Source: an optimization exercise on an open RTL-to-GDS flow (aim: small area, a short achievable clock period and few clock cycles per item). Production flows keep margins and buffers that such runs may drop.
Where RTL was checked, it was by simulation tests only, not by an equivalence proof against the original.
Power and IR drop assume default switching activity.

==> run Z <==
// grid_first_fit_placer
module grid_first_fit_placer (
  input  wire logic                           clk,
  input  wire logic                           rst_n,
  input  wire logic                           push,
  output logic                                full,
  input  wire logic [gffp_pkg::FUNC_W-1:0]    in_func,
  input  wire logic [gffp_pkg::XY_W-1:0]      in_pos_x,
  input  wire logic [gffp_pkg::XY_W-1:0]      in_pos_y,
  input  wire logic [gffp_pkg::DIM_W-1:0]     in_rect_width,
  input  wire logic [gffp_pkg::DIM_W-1:0]     in_rect_height,
  output logic                                empty,
  input  wire logic                           pop,
  output logic                                out_found,
  output logic [gffp_pkg::XY_W-1:0]           out_place_x,
  output logic [gffp_pkg::XY_W-1:0]           out_place_y,
  output logic                                out_rotated,
  output logic [gffp_pkg::DIM_W-1:0]          out_placed_width,
  ...
==> module gffp_front, before the edit <==
module gffp_front (
  input  wire logic                           clk,
  input  wire logic                           rst_n,
  input  wire logic                           push,
  output logic                                full,
  input  wire logic [gffp_pkg::FUNC_W-1:0]    in_func,
  input  wire logic [gffp_pkg::XY_W-1:0]      in_pos_x,
  input  wire logic [gffp_pkg::XY_W-1:0]      in_pos_y,
  input  wire logic [gffp_pkg::DIM_W-1:0]     in_rect_width,
  input  wire logic [gffp_pkg::DIM_W-1:0]     in_rect_height,
  input  wire logic                           cfg_valid,
  output logic                                cfg_ready,
  input  wire logic [gffp_pkg::CFG_IDX_W-1:0] cfg_index,
  input  wire logic [gffp_pkg::CFG_W-1:0]     cfg_data,
  input  wire logic [15:0][15:0]              occ,
  input  wire logic                           zero_occ,
  input  wire logic                           acc_ok,
  input  wire logic                           take,
  output logic                                s_valid,
  output logic [gffp_pkg::FUNC_W-1:0]         s_op,
  output logic [gffp_pkg::XY_W-1:0]           s_px,
  output logic [gffp_pkg::XY_W-1:0]           s_py,
  output logic [gffp_pkg::DIM_W-1:0]          s_w,
  output logic [gffp_pkg::DIM_W-1:0]          s_h,
  output logic [gffp_pkg::CFG_W-1:0]          s_gw,
  output logic [gffp_pkg::CFG_W-1:0]          s_gh,
  output logic [15:0]                         s_rows
);
  logic [gffp_pkg::CFG_W-1:0]  gw_reg_r, gh_reg_r;
  logic [gffp_pkg::CFG_W-1:0]  gw_now, gh_now;
  logic [15:0]                 ok1, ok2, ok;
  logic [gffp_pkg::DIM_W-1:0]  m;
  logic                        dims_ok;
  logic [15:0]                 rows_new;
  logic                        do_push;
  assign cfg_ready = 1'b1;
  always_ff @(posedge clk) begin
    if (!rst_n) begin
      gw_reg_r <= gffp_pkg::GRID_RST;
      gh_reg_r <= gffp_pkg::GRID_RST;
    end else if (cfg_valid) begin
      if (cfg_index == 1'b0) begin
        gw_reg_r <= cfg_data;
      end else begin
        gh_reg_r <= cfg_data;
      end
    end
  end
  always_comb begin
    gw_now  = (gw_reg_r > 5'd16) ? 5'd16 : gw_reg_r;
    gh_now  = (gh_reg_r > 5'd16) ? 5'd16 : gh_reg_r;
    for (int r = 0; r < 16; r++) begin
      ok1[r] = !(&occ[r]);
      ok2[r] = !(&(occ[r][14:0] | occ[r][15:1]));
    end
    m       = (in_rect_width < in_rect_height) ? in_rect_width : in_rect_height;
    dims_ok = (in_rect_width != '0) && (in_rect_height != '0)
           && (in_rect_width <= 5'd16) && (in_rect_height <= 5'd16);
    ok      = (((m >= 5'd2) ? ok2 : ok1) | {16{zero_occ}}) & gffp_pkg::below(gh_now);
    rows_new = gffp_pkg::win_and(ok, 4'(m - 5'd1));
    if (!dims_ok || in_func != gffp_pkg::FUNC_PLACE) begin
      rows_new = '0;
    end
  end
  assign full    = s_valid && !acc_ok;
  assign do_push = push && !full;
  always_ff @(posedge clk) begin
    if (do_push) begin
      s_op   <= in_func;
      s_px   <= in_pos_x;
      s_py   <= in_pos_y;
      s_w    <= in_rect_width;
      s_h    <= in_rect_height;
      s_gw   <= gw_now;
      s_gh   <= gh_now;
      s_rows <= rows_new;
    end
  end
  always_ff @(posedge clk) begin
    if (!rst_n) begin
      s_valid <= 1'b0;
    end else if (do_push) begin
      s_valid <= 1'b1;
    end else if (take) begin
      s_valid <= 1'b0;
    end
  end
endmodule
make LEC_CHECK=0 CAP_MARGIN=20 CORE_MARGIN=2 CORE_UTILIZATION=40 SETUP_SLACK_MARGIN=2.0 SLEW_MARGIN=20 finish   # period 7.0 ns
run.sh (not shown) runs the stock make flow with config.mk's settings and CLKGATE_MAP_FILE= SYNTH_SCRIPT=/design/flow/synth_recipe.tcl, a recipe that flattens the netlist after the stock synthesis.
==> run C: changes against run Z <==
--- a/flow/design.v
+++ b/flow/design.v
@@ -92,6 +92,7 @@
 );
   logic [gffp_pkg::CFG_W-1:0]  gw_reg_r, gh_reg_r;
   logic [gffp_pkg::CFG_W-1:0]  gw_now, gh_now;
+  logic [15:0]                 colin, rowin;
   logic [15:0]                 ok1, ok2, ok;
   logic [gffp_pkg::DIM_W-1:0]  m;
   logic                        dims_ok;
@@ -111,16 +112,20 @@
     end
   end
   always_comb begin
+    logic [15:0] fr;
     gw_now  = (gw_reg_r > 5'd16) ? 5'd16 : gw_reg_r;
     gh_now  = (gh_reg_r > 5'd16) ? 5'd16 : gh_reg_r;
+    colin   = gffp_pkg::below(gw_now);
+    rowin   = gffp_pkg::below(gh_now);
     for (int r = 0; r < 16; r++) begin
-      ok1[r] = !(&occ[r]);
-      ok2[r] = !(&(occ[r][14:0] | occ[r][15:1]));
+      fr     = zero_occ ? colin : (~occ[r] & colin);
+      ok1[r] = |fr;
+      ok2[r] = |(fr & (fr >> 1));
     end
     m       = (in_rect_width < in_rect_height) ? in_rect_width : in_rect_height;
     dims_ok = (in_rect_width != '0) && (in_rect_height != '0)
            && (in_rect_width <= 5'd16) && (in_rect_height <= 5'd16);
-    ok      = (((m >= 5'd2) ? ok2 : ok1) | {16{zero_occ}}) & gffp_pkg::below(gh_now);
+    ok      = ((m >= 5'd2) ? ok2 : ok1) & rowin;
     rows_new = gffp_pkg::win_and(ok, 4'(m - 5'd1));
     if (!dims_ok || in_func != gffp_pkg::FUNC_PLACE) begin
       rows_new = '0;
--- a/flow/config.mk
+++ b/flow/config.mk
@@ -8,5 +8,4 @@
 export CAP_MARGIN = 20
 export CORE_MARGIN = 2
 export CORE_UTILIZATION = 40
-export SETUP_SLACK_MARGIN = 2.0
 export SLEW_MARGIN = 20
==> notes.md <==
Against run Z, the synthesized cell count of run C is larger by 8.7%.
In run C the core utilization is lower than in run Z, by 5.7 points.
Between run C and run Z, the lower critical path depth is in run C (gap 1).
In run C the register-to-register slack is lower than in run Z, by 1200 ps.
In run C the count of clock-buffer cells in the layout is lower than in run Z, by 1.
Non-clock buffer count: run Z is higher than run C (215).
Worst setup slack: run Z is better than run C (1200 ps).
Between run C and run Z, the lower fmax is in run C (gap about 19%, measured against run Z).
==> figures <==
metric	run Z	run C
Outcome	timing/DRC/antenna clean	timing/DRC/antenna clean
Met2 Resource Use GR	0.603	0.627
RSZ-0062 raised after global routing	true	false
Remaining max-slew budget at the tightest pin	0.0802	0.186
Place WS	444 ps	520 ps
Die Wd	279 um	285 um
Min Hold Slack	513 ps	479 ps
Multi-input gates	2982	3223
Share of the synthesized area in the top cell type	0.198	0.191
Syn Nets	3894	4224
Core Box Area	75600 um2	77700 um2
Largest voltage drop on the vdd net	0.200 mV	0.250 mV
Layout cell share with drive strength beyond 1	0.221	0.0956
Count of buffer and inverter cells on the critical path	2	1
Number of stages on the worst setup path	15	14
Sequential Power	0.00299 W	0.00297 W
Data arrival time of the critical path	5860 ps	6910 ps
Met1 usage	0.515	0.590
Testbench counts of run C, summed over its fixed seeds: cycles 5,585, items 2,400.
For run Z, only the layout was checked, not whether the RTL still works.

---

==> inputs of 12-06 <==
Another version of the RTL of grid_first_fit_placer (not shown whole).
Design grid_first_fit_placer, start of the top module:
module grid_first_fit_placer (
  input  wire logic                           clk,
  input  wire logic                           rst_n,
  input  wire logic                           push,
  output logic                                full,
  input  wire logic [gffp_pkg::FUNC_W-1:0]    in_func,
  input  wire logic [gffp_pkg::XY_W-1:0]      in_pos_x,
  input  wire logic [gffp_pkg::XY_W-1:0]      in_pos_y,
  input  wire logic [gffp_pkg::DIM_W-1:0]     in_rect_width,
  input  wire logic [gffp_pkg::DIM_W-1:0]     in_rect_height,
  output logic                                empty,
  input  wire logic                           pop,
  output logic                                out_found,
  output logic [gffp_pkg::XY_W-1:0]           out_place_x,
  output logic [gffp_pkg::XY_W-1:0]           out_place_y,
  output logic                                out_rotated,
  output logic [gffp_pkg::DIM_W-1:0]          out_placed_width,
  output logic [gffp_pkg::DIM_W-1:0]          out_placed_height,
  input  wire logic                           cfg_valid,
  output logic                                cfg_ready,
  input  wire logic [gffp_pkg::CFG_IDX_W-1:0] cfg_index,
  input  wire logic [gffp_pkg::CFG_W-1:0]     cfg_data
);
clock: 7.0 ns
lec_check: 0
cap_margin: 20
core_margin: 2
core_utilization: 40
setup_slack_margin: 2.5
slew_margin: 20
==> inputs of 09-20, as changes to 12-06 <==
- PLACE_DENSITY: default -> 0.7
- SETUP_SLACK_MARGIN: 2.5 -> 1.8
==> inputs of 02-22, as changes to 12-06 <==
- SETUP_SLACK_MARGIN: 2.5 -> 1.0
==> notes.md <==
Reg2Reg Capture Point=u_engine.occ_r[71]; hpwl dp=~150,000 um; CP Depth=18; Worst Tran Pin Value=approximately 1200 ps; FF+latch area=around 9300 um2; multi-input combinational area share=0.536; routed wl met2=a little under 80,000 um; first-pass GRT wire length=274,000 um; outcome=timing/DRC/antenna clean; clock network fraction of total power=0.343; layout cell share with drive strength beyond 1=0.220; Crit-path slowest cell=edfxtp_1
# the run above: 09-20

==> notes.md <==
multi-input combinational area share=0.540; outcome=timing/DRC/antenna clean; Yosys top cell area share=0.175; layout cell share with drive strength beyond 1=0.177; FF+latch area=between 9000 and 10,000 um2; flops & latches, synth=between 300 and 400; routed wl met2=around 83,000 um; Worst Tran Pin Value=between 1000 and 1500 ps; Reg2Reg Capture Point=u_engine.c_mr[13]; Crit-path slowest cell=edfxtp_1; CP Depth=12
# the run above: 02-22

==> notes.md <==
outcome=timing/DRC/antenna clean; Worst Tran Pin Value=between 1000 and 1500 ps; Reg2Reg Capture Point=u_engine.c_mr[11]; CP Depth=13; hpwl dp=146,000 um; number of CTS-inserted buffers=between 40 and 50; layout cell share with drive strength beyond 1=0.272; clock network fraction of total power=0.345; multi-input combinational area share=0.529; Crit-path slowest cell=nor2_1; first-pass GRT wire length=289,000 um; routed wl met2=81,300 um; FF+latch area=9290 um2; Internal=about 5 mW
# the run above: 12-06

Testbench counts of 12-06, summed over its fixed seeds: cycles 4,458, items 2,400.
Testbench counts of 09-20, summed over its fixed seeds: cycles 4,458, items 2,400.
Testbench counts of 02-22, summed over its fixed seeds: cycles 4,458, items 2,400.

-- afterwards: timing with drivers on the ports --
No port has a modelled driver above. Below, the same layouts with a new extraction and two added sets of constraints.
Step 1, drivers: a clkbuf_16 drives clk and a buf_2 each remaining input, both assumed.
Step 2 times the ports against the registers' clock, not the clock port: input delays grow and output delays shrink by t, the midpoint of the rising clock arrivals with the driver on.
Slacks: ideal / step 1 / step 2; pairs: ideal / step 1.
run	t (ns)	slack for setup (ns)	slew at the worst register clock pin (ns)	worst slew at a driven data input, ns
run Z	0.697	1.648 / 1.648 / 1.506	0.07 / 0.07	0.04
run C	0.705	0.408 / 0.408 / 0.408	0.07 / 0.07	0.05
12-06	0.708	1.132 / 1.063 / 1.299	0.07 / 0.07	0.06
09-20	0.679	1.482 / 1.414 / 1.704	0.07 / 0.07	0.06
02-22	0.697	0.883 / 0.814 / 0.961	0.07 / 0.07	0.04
After both steps every run listed still meets setup and hold. The setup slack of run Z, which loses most, moves by 0.000 ns with the drivers and by -0.142 ns with both steps.
